Context: an optimization exercise on an open-source flow, tuned for small area, a short achievable clock period and few clock cycles. The choices shown serve that exercise and are no tape-out recipe. In this exercise RTL edits were held to simulation tests only and were not proved equivalent to the original. No activity file was given, so power comes from the tool's default toggle rates.

--- flow/design.v ---
package rdst_pkg;
    localparam int MAX_ROWS  = 64;
    localparam int MAX_COLS  = 1024;
    localparam int ROW_W     = $clog2(MAX_ROWS);
    localparam int ROW_CNT_W = ROW_W + 1;
    localparam int COL_W     = 11;
    localparam int SPAN_W    = 2 * COL_W;
    localparam int CMD_W     = 2;
    localparam int ROWS_REG_W = 7;
    localparam int COLS_REG_W = 11;
    localparam int DATA_W    = 32;
    localparam int PADDR_W   = 3;
    localparam int REG_IDX_W = 1;
    localparam logic [ROWS_REG_W-1:0] RESET_ROWS = ROWS_REG_W'(24);
    localparam logic [COLS_REG_W-1:0] RESET_COLS = COLS_REG_W'(80);
    localparam logic [ROW_CNT_W-1:0]  MAX_ROWS_V = ROW_CNT_W'(MAX_ROWS);
    localparam logic [COL_W-1:0]      MAX_COLS_V = COL_W'(MAX_COLS);
    localparam logic [CMD_W-1:0] CMD_ADD      = 2'd0;
    localparam logic [CMD_W-1:0] CMD_MARK_ALL = 2'd1;
    localparam logic [CMD_W-1:0] CMD_FLIP     = 2'd2;
    localparam logic [REG_IDX_W-1:0] REG_ROWS = 1'b0;
    localparam logic [REG_IDX_W-1:0] REG_COLS = 1'b1;
    typedef struct packed {
        logic [CMD_W-1:0] cmd;
        logic [ROW_W-1:0] row;
        logic [COL_W-1:0] span_start;
        logic [COL_W-1:0] span_end;
    } in_item_t;
    typedef struct packed {
        logic [ROW_W-1:0] out_row;
        logic [COL_W-1:0] out_start;
        logic [COL_W-1:0] out_end;
        logic             span_valid;
        logic             last_span;
    } out_item_t;
    typedef struct packed {
        logic [COL_W-1:0] lo;
        logic [COL_W-1:0] hi;
    } span_t;
    typedef struct packed {
        logic [ROW_CNT_W-1:0] eff_rows;
        logic [COL_W-1:0]     eff_cols;
        logic                 load;
    } cfg_t;
    typedef struct packed {
        logic [ROW_CNT_W-1:0] band_first;
        logic [ROW_CNT_W-1:0] band_end;
        logic [MAX_ROWS-1:0]  dmg;
        logic [MAX_ROWS-1:0]  full;
    } track_status_t;
    typedef struct packed {
        logic             en;
        logic [ROW_W-1:0] addr;
        span_t            data;
    } ram_wr_t;
    typedef enum logic [1:0] {
        FLIP_IDLE,
        FLIP_LOAD,
        FLIP_WALK,
        FLIP_DONE
    } flip_state_t;
    function automatic logic [MAX_ROWS-1:0] row_mask(input logic [ROW_CNT_W-1:0] nr);
        logic [MAX_ROWS-1:0] m;
        for (int i = 0; i < MAX_ROWS; i++)
        begin
            m[i] = (ROW_CNT_W'(i) < nr);
        end
        row_mask = m;
    endfunction
endpackage
module row_damage_span_tracker (
    input  logic                          clk,
    input  logic                          rst_n,
    input  logic                          start,
    output logic                          busy,
    input  logic [29:0]                   item,
    output logic                          result_valid,
    output logic [29:0]                   result,
    input  logic                          psel,
    input  logic                          penable,
    input  logic                          pwrite,
    input  logic [rdst_pkg::PADDR_W-1:0]  paddr,
    input  logic [rdst_pkg::DATA_W-1:0]   pwdata,
    output logic [rdst_pkg::DATA_W-1:0]   prdata,
    output logic                          pready
);
    localparam int NR = rdst_pkg::MAX_ROWS;
    function automatic logic lt10(input logic [9:0] a, input logic [9:0] b);
        logic r;
        r = 1'b0;
        for (int i = 0; i < 10; i++)
        begin
            r = (~a[i] & b[i]) | ((~a[i] | b[i]) & r);
        end
        lt10 = r;
    endfunction
    logic [6:0]  rows_reg;
    logic [10:0] cols_reg;
    logic        load_reg;
    logic        apb_wr;
    assign apb_wr = psel && penable && pwrite;
    assign pready = 1'b1;
    assign prdata = paddr[2] ? {21'd0, cols_reg} : {25'd0, rows_reg};
    always_ff @(posedge clk or negedge rst_n)
    begin
        if (!rst_n)
        begin
            rows_reg <= rdst_pkg::RESET_ROWS;
            cols_reg <= rdst_pkg::RESET_COLS;
            load_reg <= 1'b0;
        end
        else
        begin
            if (apb_wr && !paddr[2])
                rows_reg <= pwdata[6:0];
            if (apb_wr && paddr[2])
                cols_reg <= pwdata[10:0];
            load_reg <= apb_wr;
        end
    end
    logic [6:0]    eff_rows;
    logic [10:0]   eff_cols;
    logic          grid_ok;
    logic [NR-1:0] mask;
    assign eff_rows = rows_reg[6] ? 7'd64 : rows_reg;
    assign eff_cols = cols_reg[10] ? 11'd1024 : cols_reg;
    assign grid_ok  = (rows_reg != 7'd0) && (cols_reg != 11'd0);
    assign mask     = rdst_pkg::row_mask(eff_rows);
    logic [1:0]  in_cmd;
    logic [5:0]  in_row;
    logic [9:0]  in_lo;
    logic [9:0]  in_hm;
    logic        in_ok;
    logic [10:0] in_s;
    logic [10:0] in_e;
    logic [10:0] in_hi;
    assign in_cmd = item[29:28];
    assign in_row = item[27:22];
    assign in_s   = item[21:11];
    assign in_e   = item[10:0];
    assign in_ok  = ({1'b0, in_row} < eff_rows) && (in_s < in_e) && (in_s < eff_cols);
    assign in_hi  = (in_e < eff_cols) ? in_e : eff_cols;
    assign in_lo  = in_s[9:0];
    assign in_hm  = 10'(in_hi - 11'd1);
    logic        a_v;
    logic [1:0]  a_cmd;
    logic [5:0]  a_row;
    logic [9:0]  a_lo;
    logic [9:0]  a_hm;
    logic        a_ok;
    logic        b_v;
    logic [1:0]  b_cmd;
    logic [5:0]  b_row;
    logic [9:0]  b_lo;
    logic [9:0]  b_hm;
    logic        b_ok;
    logic        accept;
    logic        a_stall;
    assign busy   = b_v;
    assign accept = start && !b_v;
    always_ff @(posedge clk or negedge rst_n)
    begin
        if (!rst_n)
        begin
            a_v <= 1'b0;
            b_v <= 1'b0;
        end
        else if (!a_stall)
        begin
            a_v <= b_v || accept;
            b_v <= 1'b0;
        end
        else if (accept)
        begin
            b_v <= 1'b1;
        end
    end
    always_ff @(posedge clk)
    begin
        if (!a_stall)
        begin
            if (b_v)
            begin
                a_cmd <= b_cmd;
                a_row <= b_row;
                a_lo  <= b_lo;
                a_hm  <= b_hm;
                a_ok  <= b_ok;
            end
            else
            begin
                a_cmd <= in_cmd;
                a_row <= in_row;
                a_lo  <= in_lo;
                a_hm  <= in_hm;
                a_ok  <= in_ok;
            end
        end
        if (accept)
        begin
            b_cmd <= in_cmd;
            b_row <= in_row;
            b_lo  <= in_lo;
            b_hm  <= in_hm;
            b_ok  <= in_ok;
        end
    end
    logic [NR-1:0] dmg;         
    logic [NR-1:0] full;        
    logic [NR-1:0] pend;        
    logic [NR-1:0] pend_full;   
    logic          pend_zero;   
    logic [NR-1:0] below;       
    logic [NR-1:0] pend_rest;   
    logic [NR-1:0] pend_low;    
    logic [NR-1:0] x;
    always_comb
    begin
        x = {pend[NR-2:0], 1'b0};
        for (int k = 1; k < NR; k = k * 2)
        begin
            for (int i = NR - 1; i >= 0; i--)
            begin
                if (i >= k)
                    x[i] = x[i] | x[i-k];
            end
        end
        below = x;
    end
    assign pend_rest = pend & below;
    assign pend_low  = pend & ~below;
    logic       e1_v;
    logic [5:0] e1_row;
    logic       e1_full;
    logic       e1_last;
    logic       e1_empty;
    logic       e_want;     
    logic       e_stall;    
    logic       r_v;
    logic       r_merge;
    logic [5:0] r_row;
    logic [9:0] r_lo;
    logic [9:0] r_hm;
    logic       x_v;
    logic       x_merge;
    logic [5:0] x_row;
    logic [9:0] x_lo;
    logic [9:0] x_hm;
    logic [9:0] x_old_lo;
    logic [9:0] x_old_hm;
    logic [9:0] x_new_lo;
    logic [9:0] x_new_hm;
    logic       is_add;
    logic       is_mark;
    logic       is_flip;
    logic       a_hold;
    logic       a_dmg;
    logic       a_full;
    logic       add_go;
    logic       q_free;
    logic       snap;
    logic       pop;
    assign is_add  = a_v && (a_cmd == rdst_pkg::CMD_ADD);
    assign is_mark = a_v && (a_cmd == rdst_pkg::CMD_MARK_ALL) && grid_ok;
    assign is_flip = a_v && (a_cmd == rdst_pkg::CMD_FLIP);
    assign a_dmg   = dmg[a_row];
    assign a_full  = full[a_row];
    assign a_hold  = (pend[a_row] && !pend_full[a_row]) || (e_want && (e1_row == a_row));
    assign add_go  = is_add && a_ok && !a_hold;
    assign e_want  = e1_v && !e1_full && !e1_empty;
    assign e_stall = e_want && r_v && r_merge;
    assign pop     = !e_stall;
    assign q_free  = e_stall ? ((pend == '0) && !pend_zero) : (pend_rest == '0);
    assign snap    = is_flip && q_free;
    assign a_stall = (is_add && a_hold) || (is_flip && !q_free);
    always_ff @(posedge clk or negedge rst_n)
    begin
        if (!rst_n)
        begin
            dmg       <= rdst_pkg::row_mask(7'(rdst_pkg::RESET_ROWS));
            full      <= rdst_pkg::row_mask(7'(rdst_pkg::RESET_ROWS));
            pend      <= '0;
            pend_zero <= 1'b0;
        end
        else
        begin
            if (load_reg)
            begin
                dmg  <= grid_ok ? mask : '0;
                full <= grid_ok ? mask : '0;
            end
            else if (snap)
            begin
                dmg  <= '0;
                full <= '0;
            end
            else if (is_mark)
            begin
                dmg  <= mask;
                full <= mask;
            end
            else if (add_go)
            begin
                dmg[a_row] <= 1'b1;
            end
            if (snap)
            begin
                pend      <= dmg;
                pend_zero <= (dmg == '0);
            end
            else if (pop)
            begin
                pend <= pend_rest;
                if (pend == '0)
                    pend_zero <= 1'b0;
            end
        end
    end
    always_ff @(posedge clk)
    begin
        if (snap)
            pend_full <= full;
    end
    logic [9:0] lo_mem [NR];
    logic [9:0] hm_mem [NR];
    logic [5:0] port_row;
    logic [9:0] rd_lo;
    logic [9:0] rd_hm;
    logic       r_fwd;
    assign port_row = (r_v && r_merge) ? r_row : e1_row;
    assign rd_lo    = lo_mem[port_row];
    assign rd_hm    = hm_mem[port_row];
    assign r_fwd    = x_v && (x_row == r_row);
    always_ff @(posedge clk or negedge rst_n)
    begin
        if (!rst_n)
        begin
            r_v <= 1'b0;
            x_v <= 1'b0;
        end
        else
        begin
            r_v <= add_go && !a_full;
            x_v <= r_v;
        end
    end
    always_ff @(posedge clk)
    begin
        r_merge  <= a_dmg;
        r_row    <= a_row;
        r_lo     <= a_lo;
        r_hm     <= a_hm;
        x_merge  <= r_merge;
        x_row    <= r_row;
        x_lo     <= r_lo;
        x_hm     <= r_hm;
        x_old_lo <= r_fwd ? x_new_lo : rd_lo;
        x_old_hm <= r_fwd ? x_new_hm : rd_hm;
    end
    assign x_new_lo = (!x_merge || lt10(x_lo, x_old_lo)) ? x_lo : x_old_lo;
    assign x_new_hm = (!x_merge || lt10(x_old_hm, x_hm)) ? x_hm : x_old_hm;
    genvar gi;
    generate
        for (gi = 0; gi < NR; gi++)
        begin : g_row
            always_ff @(posedge clk)
            begin
                if (x_v && (x_row == 6'(gi)))
                begin
                    lo_mem[gi] <= x_new_lo;
                    hm_mem[gi] <= x_new_hm;
                end
            end
        end
    endgenerate
    logic [5:0] low_idx;
    always_comb
    begin
        low_idx = '0;
        for (int i = 0; i < NR; i++)
        begin
            if (pend_low[i])
                low_idx = low_idx | 6'(i);
        end
    end
    always_ff @(posedge clk or negedge rst_n)
    begin
        if (!rst_n)
            e1_v <= 1'b0;
        else if (pop)
            e1_v <= (pend != '0) || pend_zero;
    end
    always_ff @(posedge clk)
    begin
        if (pop)
        begin
            e1_row   <= low_idx;
            e1_full  <= |(pend_low & pend_full);
            e1_last  <= (pend_rest == '0);
            e1_empty <= (pend == '0);
        end
    end
    logic        res_v;
    logic [29:0] res;
    logic [10:0] rd_hi;
    assign rd_hi = {1'b0, rd_hm} + 11'd1;
    always_ff @(posedge clk or negedge rst_n)
    begin
        if (!rst_n)
            res_v <= 1'b0;
        else
            res_v <= e1_v && pop;
    end
    always_ff @(posedge clk)
    begin
        if (e1_empty)
            res <= {6'd0, 11'd0, 11'd0, 1'b0, 1'b1};
        else if (e1_full)
            res <= {e1_row, 11'd0, eff_cols, 1'b1, e1_last};
        else
            res <= {e1_row, 1'b0, rd_lo, rd_hi, 1'b1, e1_last};
    end
    assign result_valid = res_v;
    assign result       = res;
endmodule
--- flow/run.sh ---
#!/bin/bash
# synth_recipe.tcl (not shown) runs the flow's synth.tcl, then flattens the netlist and writes it again
# the make line also repeats each setting of config.mk as NAME=value (left out here)
make -C /OpenROAD-flow-scripts/flow DESIGN_CONFIG=/design/flow/config.mk WORK_HOME=/design/flow/orfs CLKGATE_MAP_FILE= SYNTH_SCRIPT=/design/flow/synth_recipe.tcl finish
--- flow/config.mk ---
export PLATFORM = sky130hd
export DESIGN_NAME = row_damage_span_tracker
export DESIGN_NICKNAME = row_damage_span_tracker
export VERILOG_FILES = /design/flow/design.v
export SDC_FILE = /design/flow/constraint.sdc
export NUM_CORES = 4
export LEC_CHECK = 0
export CAP_MARGIN = 20
export CORE_MARGIN = 2
export CORE_UTILIZATION = 40
export SLEW_MARGIN = 20
--- flow/constraint.sdc ---
create_clock -name core_clock -period 5.0 [get_ports {clk}]
set_input_delay 1.0000 -clock core_clock [delete_from_list [all_inputs] [get_ports {clk}]]
set_output_delay 1.0000 -clock core_clock [all_outputs]
set_load 0.01 [all_outputs]
==> run notes, run 1 <==
CP endpoint kind=flip-flop; worst path arrival time=a little under 6 ns; setup repair after global routing missed its margin=no; Internal Pwr Total=roughly 36000 uW; footprint of the multi-input gates=20900 sq um; TritonCTS clock tree=done; Final Skew=0.0877 ns; vias in the first global route=49400; Worst-Skew Late Latency=0.86 ns; sequential-to-total area share from yosys stat=a little over two thirds; sequential group share of total power=a little under two fifths; average detailed-routed wire length per instance=37.4 um; cell count after synthesis=~5100; DP HPWL=194 mm; Reg-to-Reg End=res[10]; antenna violations before repair=12; Power Dens Cells=slightly above 700 nW/um^2; cell area after placement=around 78000 sq um; std cell rows=between 150 and 200; Max Root-Sink Buffers=3; Final TNS setup=-0.0750 ns; routability congestion estimate=~1; total number of clock tree sinks=between 1500 and 2000; Die Outline Area=approximately 180000 sq um; period utilization=101%; layout cells sized above 1=between 15 and 20%; Die X=427 um; critical path type=reg2reg; Final Hold Slack=approximately 0.27 ns; number of cells after detailed placement=~7600; count of endpoints failing setup in the final report=2; Filler cells=between 15000 and 20000; clock transition at the register clock pins on the worst setup and hold paths after CTS=0.06 ns; cts repair resizes=0; GR Util All Layers=32.0%; highest fanout seen on the critical path=23; number of design-rule violations left by the first detailed-router iteration=approximately 9300; run status=failed layout checks; fraction of registers with async set or reset after synthesis=12.6%; maximum clock frequency=around 200 MHz; registers with the highest flip-flop counts=hm_mem: 640 flops, lo_mem: 640 flops; final instance area=between 80000 and 90000 sq um; Primary FF master, synth=edfxtp_1; first-pass detailed-route iteration total=7; initial standard-cell utilization of the core=40.2%; post-route antenna net violation count=0; Clock H-tree levels=4; Port Buffers=a little under 90; layout overhead on the synthesized area=17.7%; Num CTS Buffers=roughly 180; Congestion Overflow GR=0; number of top-level pins=136; required time at the worst-slack endpoint=approximately 5.7 ns; CP startpoint kind=flip-flop; post-synthesis cell area=slightly above 70000 sq um; vias per std cell=between 6 and 7; Layout Check Fail Reasons=negative setup slack; Core Util, Final=about 47%; static leakage=approximately 0.028 uW; Worst Reg-to-Reg Cells=13; final routed wirelength across all metal layers=between 200 and 300 mm; Chip Height=427 um; top cell type's share of synthesized area=59.2%; maximum number of pins on one net before global-route repair=around 110; Final Worst Setup Slack=-0.0516 ns; count of hold-fix buffers inserted at cts=0; Slew @ Worst Pin=about 1.3 ns; Max VDD drop=552 uV; fin cells=between 7000 and 8000; share of power burned in combinational logic=between 40% and 50%; register-to-register path setup slack=-0.05 ns; hold violation total from the final report=0; footprint of the flip-flops and latches=about 50000 sq um; remaining routing DRC violations=0; total net switching power=between 20000 and 30000 uW; Core Area=approximately 180000 sq um; worst min path class=in2async; synth warn=3; number of setup buffers added after CTS=0; Min Clock Period, post-route=~5.1 ns; number of distinct library cell variants in the gate-level netlist after synthesis=slightly below 90; global-route wire length before repair=405 mm; cell at the root of the clock tree=clkbuf_16; Pins Over Slew Limit=0; EDFF count, synth=roughly 1400; most area-hungry cell type in the Yosys netlist=edfxtp_1; top post-synthesis cells by area=edfxtp_1, dfrtp_1, a22oi_1, dfxtp_1, a22o_1; critical register-to-register path startpoint=r_v; switch share=41.4%; Avg Synthesized Cell Area=~14 sq um; max-capacitance violation count=0; DR vias=~54000; # nets final=roughly 5600; Max-Slew Margin vs Limit=~15%; number of synthesized register bits=between 1500 and 2000; clock power share=21.6%
placed cells by master (no fill, tap or decap), drive strengths merged, types with 88 or more instances in the layout:
| master | instances |
|---|---|
| nand2 | 345 |
| o21ai | 188 |
| nor2 | 276 |
| dfrtp | 166 |
| nand3 | 123 |
| clkdlybuf4s50 | 88 |
| a22oi | 417 |
| nand4 | 170 |
| edfxtp | 1411 |
| buf | 400 |
| a22o | 162 |
| nor4 | 95 |
| dfxtp | 103 |
| inv | 88 |
| clkbuf | 225 |
| a21oi | 128 |
| nor3 | 114 |
worst max-delay path by stage:
stage / from / to / slack [ns] / depth (start not counted)
6_report: r_v / res[10] / -0.05 / 13
5_1_grt: r_v / res[8] / 0.008 / 14
4_1_cts: pend[16] / dmg[33] / 0.25 / 13
3_5_place_dp: pend[16] / dmg[37] / 0.30 / 13
3_3_place_gp: pend[16] / dmg[38] / 0.25 / 13
2_1_floorplan: pend[10] / a_cmd[0] / -0.28 / 11
power by group through the flow:
stage	Combinational [uW]	Clock (uW)	Sequential, uW
after floorplan	13500	0	21700
after detailed placement	24300	0	22700
after global placement	24000	0	22700
final	25300	13200	22500
after global routing	26400	13800	22600
after CTS	24400	13300	22400
critical path, cell delays in order, from the launching register on:
cell	delay [ns]
dfrtp_1	0.34
buf_4	0.27
a211oi_1	0.18
nor2_2	0.64
nor3_2	0.20
nor4_1	0.42
nand4_1	0.66
o22ai_1	0.94
inv_1	0.16
ha_1	0.28
o311ai_0	0.18
nor4_1	0.22
or3_1	0.37
nand3_1	0.09
stage by stage:
stage          setup slack [ns]  power, uW
6_report                -0.0516      61100
5_1_grt                 0.00826      62800
4_1_cts                   0.250      60000
3_5_place_dp              0.297      47000
3_3_place_gp              0.246      46700
2_1_floorplan            -0.284      35100
cell families (layout without fill, tap and decap cells):
kind of cell	Yosys count	after routing	synth area share, %
flip-flops	1732	1732	69.7
other	2	29	0.0105
AND/OR/NAND/NOR	1318	1318	9.16
multiplexers	135	135	2.92
adder cells (fa/ha/maj)	50	50	0.842
XOR/XNOR	33	33	0.404
AO/OA/AOI/OAI	1402	1402	14.3
buffers and inverters	448	895	2.58
cell type report:
cell class                      instances  share of cell area [%]
Antenna cell                            6                  0.0178
Clock buffer                          225                    5.64
Clock inverter                         97                    1.23
Inverter                               85                   0.379
Multi-Input combinational cell       2961                    24.8
Sequential cell                      1732                    59.3
Tap cell                             2355                    3.50
Timing Repair Buffer                  488                    5.16
cell usage after synthesis (all sizes together), types with 28 or more instances:
master	number
nand2	345
nor4	95
nor3	114
a22o	162
a221oi	48
o21ai	188
inv	84
a22oi	417
nand4	170
nand3	123
clkbuf	287
dfrtp	166
nand2b	35
edfxtp	1411
o22ai	65
o22a	28
o21a	28
dfstp	52
a21oi	128
o32ai	37
nor2	276
dfxtp	103
a211oi	49
ha	41
mux2	69
buf	76
mux4	52
per-layer routing:
| metal | track usage (%) | up-vias | share of wire [%] |
|---|---|---|---|
| met1 | 43.3 | 27200 | 37 |
| met3 | 11.1 | 876 | 15 |
| met5 | 0 | - | 0.076 |
| li1 | - | 21200 | - |
| met2 | 46.1 | 4508 | 42 |
| met4 | 15.2 | 20 | 5.9 |
Testbench counts, summed over its fixed seeds: cycles 5,037.
==> run 2, diff against run 1 <==
--- a/flow/design.v
+++ b/flow/design.v
@@ -87,11 +87,31 @@
     localparam int NR = rdst_pkg::MAX_ROWS;
     function automatic logic lt10(input logic [9:0] a, input logic [9:0] b);
-        logic r;
-        r = 1'b0;
+        logic [9:0] l;
+        logic [9:0] e;
+        logic [4:0] l1;
+        logic [4:0] e1;
+        logic       l2a;
+        logic       e2a;
+        logic       l2b;
+        logic       e2b;
+        logic       l3;
+        logic       e3;
         for (int i = 0; i < 10; i++)
         begin
-            r = (~a[i] & b[i]) | ((~a[i] | b[i]) & r);
+            l[i] = ~a[i] & b[i];
+            e[i] = ~(~a[i] & b[i]) & ~(a[i] & ~b[i]);
         end
-        lt10 = r;
+        for (int i = 0; i < 5; i++)
+        begin
+            l1[i] = l[2*i+1] | (e[2*i+1] & l[2*i]);
+            e1[i] = e[2*i+1] & e[2*i];
+        end
+        l2a = l1[1] | (e1[1] & l1[0]);
+        e2a = e1[1] & e1[0];
+        l2b = l1[3] | (e1[3] & l1[2]);
+        e2b = e1[3] & e1[2];
+        l3  = l2b | (e2b & l2a);
+        e3  = e2b & e2a;
+        lt10 = l1[4] | (e1[4] & l3);
     endfunction
     logic [6:0]  rows_reg;
@@ -207,8 +227,15 @@
     end
     logic [NR-1:0] dmg;         
-    logic [NR-1:0] full;        
+    logic          full;        
     logic [NR-1:0] pend;        
-    logic [NR-1:0] pend_full;   
+    logic          pend_full;   
     logic          pend_zero;   
+    logic          p2_v;        
+    logic [NR-1:0] p2;
+    logic          p2_full;
+    logic          p2_zero;
+    logic [6:0]    dmg_cnt;     
+    logic [6:0]    pend_cnt;    
+    logic [6:0]    p2_cnt;      
     logic [NR-1:0] below;       
     logic [NR-1:0] pend_rest;   
@@ -251,11 +278,23 @@
     logic [9:0] x_new_lo;
     logic [9:0] x_new_hm;
+    logic       o_v;
+    logic [1:0] o_lvl;
+    logic [5:0] o_row;
+    logic [9:0] o_lo;
+    logic [9:0] o_hm;
+    logic       o_hit;      
+    logic       o_alloc;    
+    logic       e1_o;       
+    logic       r_o;
+    logic       x_o;
+    logic       r_rd;
     logic       is_add;
     logic       is_mark;
     logic       is_flip;
     logic       a_hold;
+    logic       a_blk;
     logic       a_dmg;
-    logic       a_full;
     logic       add_go;
+    logic       l1_done;    
     logic       q_free;
     logic       snap;
@@ -265,13 +304,17 @@
     assign is_flip = a_v && (a_cmd == rdst_pkg::CMD_FLIP);
     assign a_dmg   = dmg[a_row];
-    assign a_full  = full[a_row];
-    assign a_hold  = (pend[a_row] && !pend_full[a_row]) || (e_want && (e1_row == a_row));
-    assign add_go  = is_add && a_ok && !a_hold;
-    assign e_want  = e1_v && !e1_full && !e1_empty;
-    assign e_stall = e_want && r_v && r_merge;
+    assign a_hold  = (pend[a_row] && !pend_full) || (p2_v && p2[a_row] && !p2_full)
+                     || (e_want && (e1_row == a_row));
+    assign o_hit   = o_v && (o_lvl == 2'd0) && (o_row == a_row);
+    assign o_alloc = !o_v;
+    assign a_blk   = a_hold && !o_hit && o_v;
+    assign add_go  = is_add && a_ok && !full && !a_blk;
+    assign e_want  = e1_v && !e1_full && !e1_empty && !e1_o;
+    assign e_stall = e_want && r_v && r_rd;
     assign pop     = !e_stall;
-    assign q_free  = e_stall ? ((pend == '0) && !pend_zero) : (pend_rest == '0);
+    assign l1_done = ((pend_cnt == 7'd0) && (!pend_zero || pop)) || ((pend_cnt == 7'd1) && pop);
+    assign q_free  = !p2_v || l1_done;
     assign snap    = is_flip && q_free;
-    assign a_stall = (is_add && a_hold) || (is_flip && !q_free);
+    assign a_stall = (is_add && a_ok && !full && a_blk) || (is_flip && !q_free);
     always_ff @(posedge clk or negedge rst_n)
     begin
@@ -279,7 +322,10 @@
         begin
             dmg       <= rdst_pkg::row_mask(7'(rdst_pkg::RESET_ROWS));
-            full      <= rdst_pkg::row_mask(7'(rdst_pkg::RESET_ROWS));
+            dmg_cnt   <= 7'(rdst_pkg::RESET_ROWS);
+            pend_cnt  <= 7'd0;
+            full      <= 1'b1;
             pend      <= '0;
             pend_zero <= 1'b0;
+            p2_v      <= 1'b0;
         end
         else
@@ -287,49 +333,104 @@
             if (load_reg)
             begin
-                dmg  <= grid_ok ? mask : '0;
-                full <= grid_ok ? mask : '0;
+                dmg     <= grid_ok ? mask : '0;
+                dmg_cnt <= grid_ok ? eff_rows : 7'd0;
+                full    <= grid_ok;
             end
             else if (snap)
             begin
-                dmg  <= '0;
-                full <= '0;
+                dmg     <= '0;
+                dmg_cnt <= 7'd0;
+                full    <= 1'b0;
             end
             else if (is_mark)
             begin
-                dmg  <= mask;
-                full <= mask;
+                dmg     <= mask;
+                dmg_cnt <= eff_rows;
+                full    <= 1'b1;
             end
             else if (add_go)
             begin
                 dmg[a_row] <= 1'b1;
+                if (!a_dmg)
+                    dmg_cnt <= dmg_cnt + 7'd1;
+            end
+            if (l1_done && p2_v)
+            begin
+                pend      <= p2;
+                pend_cnt  <= p2_cnt;
+                pend_zero <= p2_zero;
             end
-            if (snap)
+            else if (l1_done && snap)
             begin
                 pend      <= dmg;
-                pend_zero <= (dmg == '0);
+                pend_cnt  <= dmg_cnt;
+                pend_zero <= (dmg_cnt == 7'd0);
             end
             else if (pop)
             begin
                 pend <= pend_rest;
-                if (pend == '0)
+                if (pend_cnt != 7'd0)
+                    pend_cnt <= pend_cnt - 7'd1;
+                else
                     pend_zero <= 1'b0;
             end
+            if (snap && (p2_v || !l1_done))
+                p2_v <= 1'b1;
+            else if (l1_done)
+                p2_v <= 1'b0;
         end
     end
     always_ff @(posedge clk)
     begin
-        if (snap)
+        if (l1_done && p2_v)
+            pend_full <= p2_full;
+        else if (l1_done && snap)
             pend_full <= full;
+        if (snap)
+        begin
+            p2      <= dmg;
+            p2_full <= full;
+            p2_cnt  <= dmg_cnt;
+            p2_zero <= (dmg_cnt == 7'd0);
+        end
     end
     logic [9:0] lo_mem [NR];
     logic [9:0] hm_mem [NR];
-    logic [5:0] port_row;
-    logic [9:0] rd_lo;
-    logic [9:0] rd_hm;
-    logic       r_fwd;
-    assign port_row = (r_v && r_merge) ? r_row : e1_row;
-    assign rd_lo    = lo_mem[port_row];
-    assign rd_hm    = hm_mem[port_row];
-    assign r_fwd    = x_v && (x_row == r_row);
+    logic [NR-1:0] port_oh;     
+    logic [NR-1:0] a_oh;
+    logic [NR-1:0] e1_oh;
+    logic          rd_next;     
+    logic [9:0]    rd_lo;
+    logic [9:0]    rd_hm;
+    logic          r_fwd;
+    assign rd_next = add_go && a_dmg && !o_hit && !a_hold;
+    always_comb
+    begin
+        for (int i = 0; i < NR; i++)
+        begin
+            a_oh[i]  = (a_row == 6'(i));
+            e1_oh[i] = (e1_row == 6'(i));
+        end
+    end
+    always_ff @(posedge clk)
+    begin
+        if (rd_next)
+            port_oh <= a_oh;
+        else if (pop)
+            port_oh <= pend_low;
+        else
+            port_oh <= e1_oh;
+    end
+    always_comb
+    begin
+        rd_lo = '0;
+        rd_hm = '0;
+        for (int i = 0; i < NR; i++)
+        begin
+            rd_lo = rd_lo | (lo_mem[i] & {10{port_oh[i]}});
+            rd_hm = rd_hm | (hm_mem[i] & {10{port_oh[i]}});
+        end
+    end
+    assign r_fwd    = x_v && !x_o && (x_row == r_row);
     always_ff @(posedge clk or negedge rst_n)
     begin
@@ -341,5 +442,5 @@
         else
         begin
-            r_v <= add_go && !a_full;
+            r_v <= add_go;
             x_v <= r_v;
         end
@@ -348,4 +449,7 @@
     begin
         r_merge  <= a_dmg;
+        r_o      <= o_hit || (a_hold && o_alloc);
+        r_rd     <= a_dmg && !o_hit && !a_hold;
+        x_o      <= r_o;
         r_row    <= a_row;
         r_lo     <= a_lo;
@@ -358,6 +462,44 @@
         x_old_hm <= r_fwd ? x_new_hm : rd_hm;
     end
-    assign x_new_lo = (!x_merge || lt10(x_lo, x_old_lo)) ? x_lo : x_old_lo;
-    assign x_new_hm = (!x_merge || lt10(x_old_hm, x_hm)) ? x_hm : x_old_hm;
+    logic [9:0] x_src_lo;
+    logic [9:0] x_src_hm;
+    assign x_src_lo = x_o ? o_lo : x_old_lo;
+    assign x_src_hm = x_o ? o_hm : x_old_hm;
+    assign x_new_lo = (!x_merge || lt10(x_lo, x_src_lo)) ? x_lo : x_src_lo;
+    assign x_new_hm = (!x_merge || lt10(x_src_hm, x_hm)) ? x_hm : x_src_hm;
+    always_ff @(posedge clk)
+    begin
+        if (x_v && x_o)
+        begin
+            o_lo <= x_new_lo;
+            o_hm <= x_new_hm;
+        end
+    end
+    always_ff @(posedge clk or negedge rst_n)
+    begin
+        if (!rst_n)
+        begin
+            o_v <= 1'b0;
+        end
+        else
+        begin
+            if (load_reg)
+                o_v <= 1'b0;
+            else if (is_mark && (o_lvl == 2'd0))
+                o_v <= 1'b0;
+            else if (add_go && a_hold && !o_hit && o_alloc)
+            begin
+                o_v   <= 1'b1;
+                o_lvl <= 2'd0;
+                o_row <= a_row;
+            end
+            else if (o_v && e1_v && e1_o && pop)
+                o_v <= 1'b0;
+            else if (o_v && snap && (o_lvl == 2'd0))
+                o_lvl <= (l1_done && !p2_v) ? 2'd1 : 2'd2;
+            else if (o_v && l1_done && p2_v && (o_lvl == 2'd2))
+                o_lvl <= 2'd1;
+        end
+    end
     genvar gi;
     generate
@@ -366,5 +508,5 @@
             always_ff @(posedge clk)
             begin
-                if (x_v && (x_row == 6'(gi)))
+                if (x_v && !x_o && (x_row == 6'(gi)))
                 begin
                     lo_mem[gi] <= x_new_lo;
@@ -389,5 +531,5 @@
             e1_v <= 1'b0;
         else if (pop)
-            e1_v <= (pend != '0) || pend_zero;
+            e1_v <= (pend_cnt != 7'd0) || pend_zero;
     end
     always_ff @(posedge clk)
@@ -396,13 +538,37 @@
         begin
             e1_row   <= low_idx;
-            e1_full  <= |(pend_low & pend_full);
-            e1_last  <= (pend_rest == '0);
-            e1_empty <= (pend == '0);
+            e1_full  <= pend_full;
+            e1_last  <= (pend_cnt == 7'd1);
+            e1_empty <= (pend_cnt == 7'd0);
+            e1_o     <= o_v && (o_lvl == 2'd1) && (pend_low[o_row]);
         end
     end
+    logic       e2_v;
+    logic [5:0] e2_row;
+    logic       e2_full;
+    logic       e2_last;
+    logic       e2_empty;
+    logic [9:0] e2_lo;
+    logic [9:0] e2_hm;
+    always_ff @(posedge clk or negedge rst_n)
+    begin
+        if (!rst_n)
+            e2_v <= 1'b0;
+        else
+            e2_v <= e1_v && pop;
+    end
+    always_ff @(posedge clk)
+    begin
+        e2_row   <= e1_row;
+        e2_full  <= e1_full;
+        e2_last  <= e1_last;
+        e2_empty <= e1_empty;
+        e2_lo    <= e1_o ? o_lo : rd_lo;
+        e2_hm    <= e1_o ? o_hm : rd_hm;
+    end
     logic        res_v;
     logic [29:0] res;
-    logic [10:0] rd_hi;
-    assign rd_hi = {1'b0, rd_hm} + 11'd1;
+    logic [10:0] e2_hi;
+    assign e2_hi = {1'b0, e2_hm} + 11'd1;
     always_ff @(posedge clk or negedge rst_n)
     begin
@@ -410,14 +576,14 @@
             res_v <= 1'b0;
         else
-            res_v <= e1_v && pop;
+            res_v <= e2_v;
     end
     always_ff @(posedge clk)
     begin
-        if (e1_empty)
+        if (e2_empty)
             res <= {6'd0, 11'd0, 11'd0, 1'b0, 1'b1};
-        else if (e1_full)
-            res <= {e1_row, 11'd0, eff_cols, 1'b1, e1_last};
+        else if (e2_full)
+            res <= {e2_row, 11'd0, eff_cols, 1'b1, e2_last};
         else
-            res <= {e1_row, 1'b0, rd_lo, rd_hi, 1'b1, e1_last};
+            res <= {e2_row, 1'b0, e2_lo, e2_hi, 1'b1, e2_last};
     end
     assign result_valid = res_v;
--- a/flow/config.mk
+++ b/flow/config.mk
@@ -6,6 +6,8 @@
 export NUM_CORES = 4
 export LEC_CHECK = 0
+export ABC_CLOCK_PERIOD_IN_PS = 3300
 export CAP_MARGIN = 20
 export CORE_MARGIN = 2
 export CORE_UTILIZATION = 40
+export SETUP_SLACK_MARGIN = 1.5
 export SLEW_MARGIN = 20
==> run notes, run 2 <==
Num CTS Buffers=180 (was 176); Internal Pwr Total=33500 uW (was 35800 uW); # nets final=5484 (was 5556); Port Buffers=89 (unchanged); global-route wire length before repair=401 mm (was 405 mm); number of synthesized register bits=1821 (was 1732); top post-synthesis cells by area=edfxtp_1, dfxtp_1, dfrtp_1, a221oi_1, a22o_1 (was edfxtp_1, dfrtp_1, a22oi_1, dfxtp_1, a22o_1); worst min path class=in2async (unchanged); TritonCTS clock tree=done (unchanged); launching element of the worst setup path=port_oh[0] (was r_v); routability congestion estimate=0.943 (was 0.974); Max Root-Sink Buffers=3 (unchanged); number of distinct library cell variants in the gate-level netlist after synthesis=89 (was 87); max-capacitance violation count=0 (unchanged); total number of clock tree sinks=1821 (was 1732); clock power share=24.4% (was 21.6%); most used cells in the layout excluding fill and tap cells=edfxtp_1, a221oi_1, a22o_1 (was edfxtp_1, a22oi_1, buf_4); cell types with the highest counts after synthesis=edfxtp_1, nor2_1, a221oi_1, a22o_1, clkbuf_1 (was edfxtp_1, a22oi_1, nand2_1, clkbuf_1, nor2_1); Final TNS setup=0 ns (was -0.0750 ns); setup repair after global routing missed its margin=yes (was no); DP HPWL=179 mm (was 194 mm); critical path type=reg2reg (unchanged); Chip Height=434 um (was 427 um); critical path, cell by cell=buf_4 -> a22o_1 -> a221oi_1 -> nand4_1 -> or4_1 -> mux2_2 (was buf_4 -> a211oi_1 -> nor2_2 -> nor3_2 -> nor4_1 -> nand4_1 -> o22ai_1 -> inv_1 -> ha_1 -> o311ai_0 -> nor4_1 -> or3_1 -> nand3_1); maximum number of pins on one net before global-route repair=123 (was 108); critical register-to-register path startpoint=port_oh[0] (was r_v); cell at the root of the clock tree=clkbuf_16 (unchanged); final routed wirelength across all metal layers=300 mm (was 298 mm); Core Util, Final=47.0% (was 47.3%); Crit path largest cell delay=0.95 ns (was 0.94 ns); Reg-to-Reg End=e2_hm[1] (was res[10]); switch share=38.8% (was 41.4%); vias in the first global route=49100 (was 49400); cell count after synthesis=5109 (was 5120); static leakage=0.0293 uW (was 0.0283 uW); top cell type's share of synthesized area=58.8% (was 59.2%); DR vias=53100 (was 53700); initial standard-cell utilization of the core=40.3% (was 40.2%); std cell rows=157 (was 155); number of cells after detailed placement=7553 (was 7619); fraction of registers with async set or reset after synthesis=9.45% (was 12.6%); sequential group share of total power=38.4% (was 36.9%); Min Clock Period, post-route=3.59 ns (was 5.05 ns); Worst-Skew Late Latency=0.83 ns (was 0.86 ns); antenna violations before repair=16 (was 12); EDFF count, synth=1450 (was 1411); Die X=434 um (was 427 um); period utilization=71.7% (was 101%); Max VDD drop=455 uV (was 552 uV); worst path arrival time=4.30 ns (was 5.79 ns); Slew @ Worst Pin=1.26 ns (was 1.27 ns); clock transition at the register clock pins on the worst setup and hold paths after CTS=0.06 ns (about the same); Final Skew=0.0885 ns (was 0.0877 ns); total net switching power=21300 uW (was 25300 uW); hold violation total from the final report=0 (unchanged); most area-hungry cell type in the Yosys netlist=edfxtp_1 (unchanged); layout cells sized above 1=17.8% (was 18.3%); worst setup path end=e2_hm[1] (was res[10]); register-to-register path setup slack=1.41 ns (was -0.05 ns); required time at the worst-slack endpoint=5.72 ns (was 5.74 ns); top cell family by delay on the critical path=simple AND/OR/NAND/NOR gates (unchanged); post-route antenna net violation count=0 (unchanged); footprint of the flip-flops and latches=51900 sq um (was 50000 sq um); Pins Over Slew Limit=0 (unchanged); Final Worst Setup Slack=1.41 ns (was -0.0516 ns); setup slack after placement=0.607 ns (was 0.297 ns); highest fanout seen on the critical path=11 (was 23); Worst Reg-to-Reg Cells=6 (was 13); count of hold-fix buffers inserted at cts=0 (unchanged); remaining routing DRC violations=0 (unchanged); CP endpoint kind=flip-flop (unchanged); first-pass detailed-route iteration total=6 (was 7); number of design-rule violations left by the first detailed-router iteration=9326 (was 9297); vias per std cell=6.66 (was 6.76); registers with the highest flip-flop counts=hm_mem: 640 flops, lo_mem: 640 flops (unchanged); maximum clock frequency=279 MHz (was 198 MHz); most common library cell in the layout ignoring fill and taps=edfxtp_1 (unchanged); run status=no timing/DRC/antenna violations (was failed layout checks); Congestion Overflow GR=0 (unchanged); Max-Slew Margin vs Limit=15.8% (was 14.8%); count of endpoints failing setup in the final report=0 (was 2); Clock H-tree levels=4 (unchanged); CP Depth=6 (was 13); Die Outline Area=188000 sq um (was 182000 sq um); sequential-to-total area share from yosys stat=70.1% (was 69.7%); footprint of the multi-input gates=21700 sq um (was 20900 sq um); Core Area=183000 sq um (was 178000 sq um); post-synthesis cell area=74000 sq um (was 71600 sq um); number of top-level pins=136 (unchanged); Crit-path slowest cell=or4_1 (was o22ai_1); fin cells=7972 (was 7949); average detailed-routed wire length per instance=37.7 um (was 37.4 um); synth warn=3 (unchanged); share of power burned in combinational logic=37.2% (was 41.5%); dominant cell by count in the synthesized netlist=edfxtp_1 (unchanged); Power Dens Cells=634 nW/um^2 (was 725 nW/um^2); CP startpoint kind=flip-flop (unchanged); layout overhead on the synthesized area=16.6% (was 17.7%); Avg Synthesized Cell Area=14.5 sq um (was 14.0 sq um); Filler cells=16000 (was 15500); Primary FF master, synth=edfxtp_1 (unchanged); GR Util All Layers=30.7% (was 32.0%); worst path bufs/invs=1 (was 2)
-- run 2: cell types whose count changed in the layout (fill, tap and decap cells not counted), moves of 62 or more --
cell	delta
a22o_1	+161
nor2_1	+102
nor4_1	-62
nand2_1	-112
a22oi_1	-376
a221oi_1	+286
buf_4	-96
dfxtp_1	+91
-- run 2: how the worst min path moves through the flow --
stage	startpoint	to	slack [ns]	cells past startpoint
finish	rst_n	b_v	0.14	1
global route	rst_n	e2_v	0.16	1
CTS	rst_n	p2_v	0.11	1
detailed placement	r_hm[6]	x_hm[6]	0.31	0
global placement	r_lo[2]	x_lo[2]	0.31	0
floorplan	r_hm[0]	x_hm[0]	0.31	0
-- run 2: cell type report --
type                       instances  area share (%)
antenna                            7          0.0203
clock buffer                     237            5.59
clock inverter                    96            1.10
inverter                          77           0.342
multi-input combinational       2876            25.1
sequential                      1821            60.1
tap                             2464            3.57
timing repair buffer             394            4.15
-- run 2: logic make-up after synthesis --
| logic type | count (synthesis) | synth area share (%) |
|---|---|---|
| flip-flops | 1821 | 70.1 |
| AO/OA/AOI/OAI | 1348 | 13.9 |
| AND/OR/NAND/NOR | 1168 | 7.93 |
| buffers and inverters | 446 | 2.54 |
| multiplexers | 216 | 3.93 |
| adder cells (fa/ha/maj) | 63 | 1.07 |
| XOR/XNOR | 45 | 0.533 |
| other | 2 | 0.0101 |
-- run 2: metrics by stage --
stage	power (uW)	hold slack, ns	cell area [sq um]
floorplan	30500	0.310	74200
global placement	38900	0.312	78900
detailed placement	39100	0.313	79000
CTS	52900	0.111	85500
global route	56000	0.163	86300
finish	54700	0.139	86300
-- run 2: worst reg2reg max path: cells and delay by family (launching register included) --
family                 cells  cell delay [ns]
DFF                        1             0.69
and+or+nand+nor            2             1.47
muxes                      1             0.39
buffers and inverters      1             0.43
AOI/OAI and AO/OA          2             0.52
-- run 2: routing by layer --
| layer | wire (um) | global-route usage, % | part of all wire (%) | vias to the layer above |
|---|---|---|---|---|
| met5 | 79 | 0 | 0.026 | - |
| met4 | 17700 | 15.1 | 5.9 | 12 |
| met3 | 43900 | 8.72 | 15 | 848 |
| met2 | 130000 | 46.1 | 43 | 4363 |
| met1 | 109000 | 40.9 | 36 | 26900 |
| li1 | - | - | - | 21000 |
-- run 2: power groups by stage --
stage / Combinational (uW) / Sequential, uW / Clock (uW)
after CTS: 18600 / 20900 / 13400
final: 20400 / 21000 / 13400
after detailed placement: 17800 / 21300 / 0
after global routing: 21000 / 21100 / 14000
after floorplan: 9970 / 20500 / 0
after global placement: 17600 / 21300 / 0
-- run 2: what timing repair did --
action	4_1_cts	5_1_grt
setup endpoints to repair	1521	1116
resized for setup	66	65
setup buffers	37	23
pin swaps	7	14
gates cloned	2	14
Testbench counts of run 2, summed over its fixed seeds: cycles 4,436.
==> run 3, diff against run 2 <==
--- a/flow/design.v
+++ b/flow/design.v
@@ -117,4 +117,5 @@
     logic [6:0]  rows_reg;
     logic [10:0] cols_reg;
+    logic [9:0]  ecm1_reg;      
     logic        load_reg;
     logic        apb_wr;
@@ -128,4 +129,5 @@
             rows_reg <= rdst_pkg::RESET_ROWS;
             cols_reg <= rdst_pkg::RESET_COLS;
+            ecm1_reg <= 10'(rdst_pkg::RESET_COLS - 11'd1);
             load_reg <= 1'b0;
         end
@@ -135,5 +137,8 @@
                 rows_reg <= pwdata[6:0];
             if (apb_wr && paddr[2])
+            begin
                 cols_reg <= pwdata[10:0];
+                ecm1_reg <= pwdata[10] ? 10'd1023 : 10'(pwdata[9:0] - 10'd1);
+            end
             load_reg <= apb_wr;
         end
@@ -154,5 +159,4 @@
     logic [10:0] in_s;
     logic [10:0] in_e;
-    logic [10:0] in_hi;
     assign in_cmd = item[29:28];
     assign in_row = item[27:22];
@@ -160,7 +164,6 @@
     assign in_e   = item[10:0];
     assign in_ok  = ({1'b0, in_row} < eff_rows) && (in_s < in_e) && (in_s < eff_cols);
-    assign in_hi  = (in_e < eff_cols) ? in_e : eff_cols;
     assign in_lo  = in_s[9:0];
-    assign in_hm  = 10'(in_hi - 11'd1);
+    assign in_hm  = (in_e <= eff_cols) ? 10'(in_e - 11'd1) : ecm1_reg;
     logic        a_v;
     logic [1:0]  a_cmd;
@@ -303,7 +306,30 @@
     assign is_mark = a_v && (a_cmd == rdst_pkg::CMD_MARK_ALL) && grid_ok;
     assign is_flip = a_v && (a_cmd == rdst_pkg::CMD_FLIP);
-    assign a_dmg   = dmg[a_row];
-    assign a_hold  = (pend[a_row] && !pend_full) || (p2_v && p2[a_row] && !p2_full)
-                     || (e_want && (e1_row == a_row));
+    logic [5:0]    nx_row;
+    logic          la_dmg;
+    logic          la_hold;
+    logic [NR-1:0] hold_vec;
+    logic [NR-1:0] a_oh;
+    logic          stay_hold;
+    logic          in_hold;
+    logic          in_dmg;
+    assign nx_row   = b_v ? b_row : in_row;
+    assign hold_vec = (pend & {NR{!pend_full}}) | (p2 & {NR{p2_v && !p2_full}});
+    always_comb
+    begin
+        for (int i = 0; i < NR; i++)
+            a_oh[i] = (a_row == 6'(i));
+    end
+    assign stay_hold = (|(a_oh & hold_vec)) || (e_stall && (e1_row == a_row));
+    assign in_hold   = hold_vec[nx_row] || (e_stall && (e1_row == nx_row))
+                       || (snap && !full && dmg[nx_row]);
+    assign in_dmg    = !(load_reg || snap) && (dmg[nx_row] || (add_go && (a_row == nx_row)));
+    always_ff @(posedge clk)
+    begin
+        la_hold <= a_stall ? stay_hold : in_hold;
+        la_dmg  <= a_stall ? la_dmg : in_dmg;
+    end
+    assign a_dmg   = la_dmg;
+    assign a_hold  = la_hold;
     assign o_hit   = o_v && (o_lvl == 2'd0) && (o_row == a_row);
     assign o_alloc = !o_v;
@@ -398,5 +424,4 @@
     logic [9:0] hm_mem [NR];
     logic [NR-1:0] port_oh;     
-    logic [NR-1:0] a_oh;
     logic [NR-1:0] e1_oh;
     logic          rd_next;     
@@ -409,5 +434,4 @@
         for (int i = 0; i < NR; i++)
         begin
-            a_oh[i]  = (a_row == 6'(i));
             e1_oh[i] = (e1_row == 6'(i));
         end
@@ -432,5 +456,5 @@
         end
     end
-    assign r_fwd    = x_v && !x_o && (x_row == r_row);
+    assign r_fwd    = x_v && (x_o ? r_o : (!r_o && (x_row == r_row)));
     always_ff @(posedge clk or negedge rst_n)
     begin
@@ -459,11 +483,11 @@
         x_lo     <= r_lo;
         x_hm     <= r_hm;
-        x_old_lo <= r_fwd ? x_new_lo : rd_lo;
-        x_old_hm <= r_fwd ? x_new_hm : rd_hm;
+        x_old_lo <= r_fwd ? x_new_lo : (r_o ? o_lo : rd_lo);
+        x_old_hm <= r_fwd ? x_new_hm : (r_o ? o_hm : rd_hm);
     end
     logic [9:0] x_src_lo;
     logic [9:0] x_src_hm;
-    assign x_src_lo = x_o ? o_lo : x_old_lo;
-    assign x_src_hm = x_o ? o_hm : x_old_hm;
+    assign x_src_lo = x_old_lo;
+    assign x_src_hm = x_old_hm;
     assign x_new_lo = (!x_merge || lt10(x_lo, x_src_lo)) ? x_lo : x_src_lo;
     assign x_new_hm = (!x_merge || lt10(x_src_hm, x_hm)) ? x_hm : x_src_hm;
@@ -516,4 +540,10 @@
         end
     endgenerate
+    logic [NR-1:0] o_below;     
+    always_comb
+    begin
+        for (int i = 0; i < NR; i++)
+            o_below[i] = (6'(i) < o_row);
+    end
     logic [5:0] low_idx;
     always_comb
@@ -541,5 +571,5 @@
             e1_last  <= (pend_cnt == 7'd1);
             e1_empty <= (pend_cnt == 7'd0);
-            e1_o     <= o_v && (o_lvl == 2'd1) && (pend_low[o_row]);
+            e1_o     <= o_v && (o_lvl == 2'd1) && pend[o_row] && !(|(pend & o_below));
         end
     end
==> run notes, run 3 <==
dominant cell by count in the synthesized netlist=edfxtp_1 (unchanged); Chip Height=438 um (was 434 um); highest fanout seen on the critical path=10 (was 11); Worst Reg-to-Reg Cells=7 (was 6); Max VDD drop=674 uV (was 455 uV); required time at the worst-slack endpoint=5.71 ns (was 5.72 ns); Core Area=187000 sq um (was 183000 sq um); Slew @ Worst Pin=1.29 ns (was 1.26 ns); worst min path class=in2async (unchanged); clock transition at the register clock pins on the worst setup and hold paths after CTS=0.06 ns (about the same); setup repair after global routing missed its margin=no (was yes); top post-synthesis cells by area=edfxtp_1, dfxtp_1, dfrtp_1, a221oi_1, a22o_1 (unchanged); fin cells=8170 (was 7972); cell count after synthesis=5360 (was 5109); synth warn=3 (unchanged); footprint of the flip-flops and latches=52200 sq um (was 51900 sq um); average detailed-routed wire length per instance=38.2 um (was 37.7 um); Die Outline Area=192000 sq um (was 188000 sq um); routability congestion estimate=0.931 (was 0.943); Primary FF master, synth=edfxtp_1 (unchanged); total net switching power=21800 uW (was 21300 uW); static leakage=0.0295 uW (was 0.0293 uW); Avg Synthesized Cell Area=14.0 sq um (was 14.5 sq um); GR Util All Layers=31.7% (was 30.7%); sequential group share of total power=39.2% (was 38.4%); DP HPWL=193 mm (was 179 mm); count of hold-fix buffers inserted at cts=0 (unchanged); fraction of registers with async set or reset after synthesis=9.93% (was 9.45%); final instance area=86200 sq um (was 86300 sq um); setup slack after placement=0.841 ns (was 0.607 ns); Die X=438 um (was 434 um); Crit-path slowest cell=or4_1 (unchanged); Pins Over Slew Limit=0 (unchanged); maximum clock frequency=283 MHz (was 279 MHz); std cell rows=159 (was 157); top cell type's share of synthesized area=57.9% (was 58.8%); Final Worst Setup Slack=1.46 ns (was 1.41 ns); Max Root-Sink Buffers=3 (unchanged); period utilization=70.8% (was 71.7%); cell types with the highest counts after synthesis=edfxtp_1, a221oi_1, a22o_1, nand2_1, clkbuf_1 (was edfxtp_1, nor2_1, a221oi_1, a22o_1, clkbuf_1); worst path arrival time=4.25 ns (was 4.30 ns); remaining routing DRC violations=0 (unchanged); layout cells sized above 1=14.2% (was 17.8%); post-route antenna net violation count=0 (unchanged); number of synthesized register bits=1833 (was 1821); Final TNS setup=0 ns (unchanged); switch share=39.4% (was 38.8%); number of top-level pins=136 (unchanged); most common library cell in the layout ignoring fill and taps=edfxtp_1 (unchanged); TritonCTS clock tree=done (unchanged); most used cells in the layout excluding fill and tap cells=edfxtp_1, a221oi_1, a22o_1 (unchanged); CP startpoint kind=flip-flop (unchanged); Max-Slew Margin vs Limit=13.9% (was 15.8%); Crit path largest cell delay=0.86 ns (was 0.95 ns); total number of clock tree sinks=1833 (was 1821); final routed wirelength across all metal layers=312 mm (was 300 mm); Internal Pwr Total=33600 uW (was 33500 uW); max-capacitance violation count=0 (unchanged); Port Buffers=89 (unchanged); Reg-to-Reg End=x_old_lo[5] (was e2_hm[1]); Worst-Skew Late Latency=0.84 ns (was 0.83 ns); antenna violations before repair=12 (was 16); Clock H-tree levels=4 (unchanged); vias per std cell=6.73 (was 6.66); number of distinct library cell variants in the gate-level netlist after synthesis=103 (was 89); DR vias=55000 (was 53100); critical register-to-register path startpoint=port_oh[41] (was port_oh[0]); number of design-rule violations left by the first detailed-router iteration=9529 (was 9326); CP endpoint kind=flip-flop (unchanged); most area-hungry cell type in the Yosys netlist=edfxtp_1 (unchanged); Final Skew=0.0502 ns (was 0.0885 ns); Filler cells=16600 (was 16000); cell at the root of the clock tree=clkbuf_16 (unchanged); registers with the highest flip-flop counts=hm_mem: 640 flops, lo_mem: 640 flops (unchanged); run status=no timing/DRC/antenna violations (unchanged); Congestion Overflow GR=0 (unchanged); post-synthesis cell area=75200 sq um (was 74000 sq um); # nets final=5646 (was 5484); vias in the first global route=50800 (was 49100); critical path type=reg2reg (unchanged); count of endpoints failing setup in the final report=0 (unchanged); Num CTS Buffers=181 (was 180); first-pass detailed-route iteration total=6 (unchanged); Min Clock Period, post-route=3.54 ns (was 3.59 ns); number of cells after detailed placement=7789 (was 7553); hold violation total from the final report=0 (unchanged); footprint of the multi-input gates=21700 sq um (about the same); share of power burned in combinational logic=36.1% (was 37.2%); register-to-register path setup slack=1.46 ns (was 1.41 ns); clock power share=24.7% (was 24.4%); EDFF count, synth=1451 (was 1450); cell area after placement=79900 sq um (was 79000 sq um); Core Util, Final=46.0% (was 47.0%); sequential-to-total area share from yosys stat=69.3% (was 70.1%); critical path, cell by cell=buf_4 -> a221oi_1 -> nand4_1 -> or4_1 -> mux2i_1 -> nand2_1 -> o21a_1 (was buf_4 -> a22o_1 -> a221oi_1 -> nand4_1 -> or4_1 -> mux2_2); global-route wire length before repair=422 mm (was 401 mm); layout overhead on the synthesized area=14.5% (was 16.6%); initial standard-cell utilization of the core=40.2% (was 40.3%); Power Dens Cells=643 nW/um^2 (was 634 nW/um^2); maximum number of pins on one net before global-route repair=129 (was 123)
==> run 3: cell types whose count changed in the layout (fill, tap and decap cells not counted), moves of 20 or more <==
cell	before	now
nor2_1	303	190
a21oi_1	147	295
nand4_1	119	99
o21ai_0	147	189
mux2_2	123	76
mux4_2	45	21
nand2_1	229	305
mux2i_1	23	71
a22oi_1	41	122
==> run 3: timing repair <==
action | in CTS | in global routing
setup buffers | 8 | 25
pin swaps | 2 | 2
setup endpoints to repair | 238 | 197
resized for setup | 8 | 18
gates cloned | 0 | 0
==> run 3: cell type report <==
type / instances / area share (%)
Timing Repair Buffer: 350 / 3.43
Tap cell: 2495 / 3.62
Clock buffer: 235 / 5.67
Sequential cell: 1833 / 60.6
Multi-Input combinational cell: 3054 / 25.1
Inverter: 90 / 0.410
Antenna cell: 11 / 0.0319
Clock inverter: 102 / 1.12
==> run 3: worst max path at each step <==
stage	from	cells past startpoint	to	slack (ns)
2_1_floorplan	e1_o	12	dmg[41]	1.66
3_3_place_gp	item[1]	10	a_hm[2]	0.84
3_5_place_dp	item[1]	10	a_hm[2]	0.84
4_1_cts	x_old_hm[1]	9	hm_mem[13][9]	1.45
5_1_grt	pend_cnt[0]	14	dmg[4]	1.49
6_report	port_oh[41]	7	x_old_lo[5]	1.46
==> run 3: critical path, delay by kind of cell, from the launching register on <==
| family | cells | cell delay [ns] |
|---|---|---|
| and+or+nand+nor | 3 | 1.38 |
| DFF | 1 | 0.74 |
| AOI/OAI and AO/OA | 2 | 0.62 |
| buffers and inverters | 1 | 0.43 |
| muxes | 1 | 0.22 |
==> run 3: kinds of logic (layout without fill, tap and decap cells) <==
family	count (synthesis)	count (layout)	share of synthesized area (%)
buf+inv	494	777	2.74
simple gates	1106	1106	7.36
other cells	2	34	0.00998
compound gates	1606	1606	15.6
flops	1833	1833	69.3
xor+xnor	64	64	0.745
fa+ha+maj	67	67	1.11
mux	188	188	3.06
==> run 3: power by group through the flow <==
stage	sequential (uW)	combinational (uW)	clock, uW
2_1_floorplan	20800	10800	0
3_3_place_gp	22000	18700	0
3_5_place_dp	22000	18800	0
4_1_cts	21700	19000	13700
5_1_grt	21800	20600	14200
6_report	21700	20000	13700
==> run 3: per-stage QoR <==
step	total power [uW]	hold WS (ns)
after global routing	56600	0.221
after global placement	40700	0.311
after floorplan	31600	0.310
after detailed placement	40800	0.313
final	55400	0.202
after CTS	54300	0.193
==> run 3: routing by layer <==
metal / share of wire (%) / global-route usage (%) / wire length, um / vias up
met2: 43 / 47.1 / 134000 / 4396
met4: 7.4 / 18.9 / 23000 / 2
met5: 0.0058 / 0 / 18 / -
met3: 13 / 7.63 / 40400 / 994
met1: 37 / 42.3 / 115000 / 27900
li1: - / - / - / 21700
Testbench counts of run 3, summed over its fixed seeds: cycles 4,445.
==> run 4, diff against run 3 <==
--- a/flow/config.mk
+++ b/flow/config.mk
@@ -6,8 +6,10 @@
 export NUM_CORES = 4
 export LEC_CHECK = 0
-export ABC_CLOCK_PERIOD_IN_PS = 3300
+export ABC_CLOCK_PERIOD_IN_PS = 2800
 export CAP_MARGIN = 20
 export CORE_MARGIN = 2
 export CORE_UTILIZATION = 40
-export SETUP_SLACK_MARGIN = 1.5
+export CTS_CLUSTER_DIAMETER = 80
+export CTS_CLUSTER_SIZE = 25
+export SETUP_SLACK_MARGIN = 2.2
 export SLEW_MARGIN = 20
==> run notes, run 4 <==
run status=no timing/DRC/antenna violations (unchanged); remaining routing DRC violations=0 (unchanged); most common library cell in the layout ignoring fill and taps=edfxtp_1 (unchanged); vias per std cell=6.84 (was 6.73); clock transition at the register clock pins on the worst setup and hold paths after CTS=0.10 ns (was 0.06 ns); total number of clock tree sinks=1833 (unchanged); Final TNS setup=0 ns (unchanged); layout overhead on the synthesized area=16.5% (was 14.5%); Min Clock Period, post-route=3.10 ns (was 3.54 ns); critical path type=reg2reg (unchanged); Max VDD drop=640 uV (was 674 uV); maximum clock frequency=322 MHz (was 283 MHz); cell types with the highest counts after synthesis=edfxtp_1, a221oi_1, a22o_1, nand2_1, clkbuf_1 (unchanged); final routed wirelength across all metal layers=325 mm (was 312 mm); registers with the highest flip-flop counts=hm_mem: 640 flops, lo_mem: 640 flops (unchanged); initial standard-cell utilization of the core=40.2% (unchanged); number of distinct library cell variants in the gate-level netlist after synthesis=103 (unchanged); most used cells in the layout excluding fill and tap cells=edfxtp_1, buf_4, a22o_1 (was edfxtp_1, a221oi_1, a22o_1); Pins Over Slew Limit=0 (unchanged); TritonCTS clock tree=done (unchanged); Num CTS Buffers=92 (was 181); cell area after placement=80000 sq um (was 79900 sq um); Slew @ Worst Pin=1.34 ns (was 1.29 ns); area fraction in compound gates after synthesis=15.6% (unchanged); number of design-rule violations left by the first detailed-router iteration=10400 (was 9529); final instance area=87600 sq um (was 86200 sq um); worst path arrival time=3.75 ns (was 4.25 ns); Port Buffers=89 (unchanged); Core Area=187000 sq um (unchanged); routability congestion estimate=0.950 (was 0.931); Final Skew=0.0420 ns (was 0.0502 ns); Crit-path slowest cell=or4_4 (was or4_1); EDFF count, synth=1451 (unchanged); # nets final=5783 (was 5646); multiplexer share of the synthesized area=3.06% (unchanged); top post-synthesis cells by area=edfxtp_1, dfxtp_1, dfrtp_1, a221oi_1, a22o_1 (unchanged); Avg Synthesized Cell Area=14.0 sq um (unchanged); layout cells sized above 1=21.2% (was 14.2%); post-route antenna net violation count=0 (unchanged); Power Dens Cells=626 nW/um^2 (was 643 nW/um^2); CP startpoint kind=flip-flop (unchanged); Crit path largest cell delay=0.55 ns (was 0.86 ns); static leakage=0.0299 uW (was 0.0295 uW); DR vias=56200 (was 55000); CP endpoint kind=flip-flop (unchanged); required time at the worst-slack endpoint=5.64 ns (was 5.71 ns); Die X=438 um (unchanged); sequential-to-total area share from yosys stat=69.3% (unchanged); setup repair after global routing missed its margin=yes (was no); highest fanout seen on the critical path=14 (was 10); combinational family with the most area after synthesis=compound AO/OA/AOI/OAI gates (unchanged); hold violation total from the final report=0 (unchanged); Die Outline Area=192000 sq um (unchanged); critical path, cell by cell=buf_6 -> buf_8 -> or3b_4 -> o21ai_0 -> nand4b_1 -> a2111oi_4 -> nor2_1 -> or4_4 -> a221oi_4 -> buf_6 (was buf_4 -> a221oi_1 -> nand4_1 -> or4_1 -> mux2i_1 -> nand2_1 -> o21a_1); antenna violations before repair=11 (was 12); cell at the root of the clock tree=clkbuf_16 (unchanged); Chip Height=438 um (unchanged); GR Util All Layers=32.4% (was 31.7%); global-route wire length before repair=430 mm (was 422 mm); number of top-level pins=136 (unchanged); dominant cell by count in the synthesized netlist=edfxtp_1 (unchanged); Core Util, Final=46.8% (was 46.0%); Worst-Skew Late Latency=0.80 ns (was 0.84 ns); Max-Slew Margin vs Limit=9.61% (was 13.9%); DP HPWL=190 mm (was 193 mm); number of synthesized register bits=1833 (unchanged); average detailed-routed wire length per instance=39.5 um (was 38.2 um); post-synthesis cell area=75200 sq um (unchanged); CP most frequent cell=buf_6; vias in the first global route=51100 (was 50800); max-capacitance violation count=0 (unchanged); worst min path class=in2async (unchanged); Synth Area in XOR/XNOR=0.745% (unchanged); std cell rows=159 (unchanged); cell count after synthesis=5360 (unchanged); count of endpoints failing setup in the final report=0 (unchanged); top cell type's share of synthesized area=57.9% (unchanged); fraction of registers with async set or reset after synthesis=9.93% (unchanged); Congestion Overflow GR=0 (unchanged); first-pass detailed-route iteration total=6 (unchanged); synth warn=3 (unchanged); period utilization=62.1% (was 70.8%); most area-hungry cell type in the Yosys netlist=edfxtp_1 (unchanged); Max Root-Sink Buffers=3 (unchanged); maximum number of pins on one net before global-route repair=75 (was 129); synthesized-area fraction occupied by adder cells=1.11% (unchanged); Primary FF master, synth=edfxtp_1 (unchanged); count of hold-fix buffers inserted at cts=0 (unchanged); share of synthesized cell area in and, or, nand and nor gates=7.36% (unchanged); Clock H-tree levels=3 (was 4)
-- run 4: cell counts after synthesis --
Identical to the previous run, type by type.
-- run 4: layer usage --
metal  GRT usage, %  vias to the layer above  share of wire [%]
met2           47.9                     4677                 43
li1               -                    21900                  -
met1           43.3                    28600                 36
met4           19.6                       14                8.2
met3           7.57                     1031                 13
met5          0.223                        -              0.073
-- run 4: final cells by class --
cell class	count	area, sq um
fillers	16500	99800
flip-flops and latches	1833	52300
multi-input cells	3071	23400
repair buffers	558	5560
well taps	2495	3120
clock buffers	123	2460
clock inverters	29	430
inverters	90	367
diodes	9	22.5
repair inverters	1	6.26
-- run 4: cells by family after synthesis --
kind of cell / count (synthesis)
compound gates: 1606
xor+xnor: 64
fa+ha+maj: 67
buf+inv: 494
flops: 1833
mux: 188
other cells: 2
simple gates: 1106
-- run 4: stage by stage --
stage               std cells  setup slack [ns]  hold WS [ns]  power [uW]
detailed placement       7772             0.814         0.312       40900
finish                   8209              1.90         0.256       54900
CTS                      8110              1.94         0.275       52000
global placement         7768             0.846         0.314       40800
floorplan                5381              1.70         0.310       31800
global route             8202              1.79         0.281       55900
-- run 4: timing repair --
item | CTS | global route
resized for setup | 360 | 207
setup endpoints to repair | 1725 | 1359
pin swaps | 54 | 56
cloned | 18 | 16
setup buffers | 168 | 73
-- run 4: final timing paths --
path	from	to	slack (ns)	depth (start not counted)
hold / removal	rst_n	dmg[54]	0.26	1
setup / recovery	o_row[3]	e1_o	1.90	10
min in group core_clock	r_hm[5]	x_hm[5]	0.33	0
setup reg to reg	o_row[3]	e1_o	1.90	10
max in group asynchronous	rst_n	p2_v	3.23	2
hold reg to reg	r_hm[5]	x_hm[5]	0.33	0
-- run 4: report_power, final --
group	switching, uW	internal (uW)	leakage [uW]
Clock	5190	3720	0.00139
Combinational	15600	8550	0.0115
Sequential	1850	19900	0.0170
Total	22700	32200	0.0299
-- run 4: critical path, delay by kind of cell, from the launching register on --
family                 cells  cell delay [ns]
AO/OA/AOI/OAI              3             0.73
buffers and inverters      3             0.49
flip-flops                 1             0.44
AND/OR/NAND/NOR            4             1.28

-- port drivers added, routing unchanged --
How much do the figures lean on ideal ports? The routed layouts below were timed once more, with nothing changed but the port constraints.
Step 1, drivers: a clkbuf_16 drives clk and a buf_2 each remaining input, both assumed.
Step 2, shift: input delay + t, output delay - t, t = (earliest + latest rising clock arrival at the registers) / 2. This alone moves slack from input paths to output paths.
Three values: ideal, step 1, step 2; two values: the first two.
| run | shift t [ns] | setup slack, ns | worst setup path after step 2 | cell pins on the clock port's net |
|---|---|---|---|---|
| run 1 | 0.906 | -0.052 / -0.052 / -0.052 | register to register | 1 |
| run 2 | 0.886 | 1.414 / 1.414 / 0.882 | input to register | 1 |
| run 3 | 0.903 | 1.462 / 1.462 / 0.977 | input to register | 1 |
| run 4 | 0.863 | 1.895 / 1.895 / 1.288 | input to register | 1 |
For run 4, which loses most, drivers alone change the setup slack by 0.000 ns; drivers and shift together by -0.607 ns.
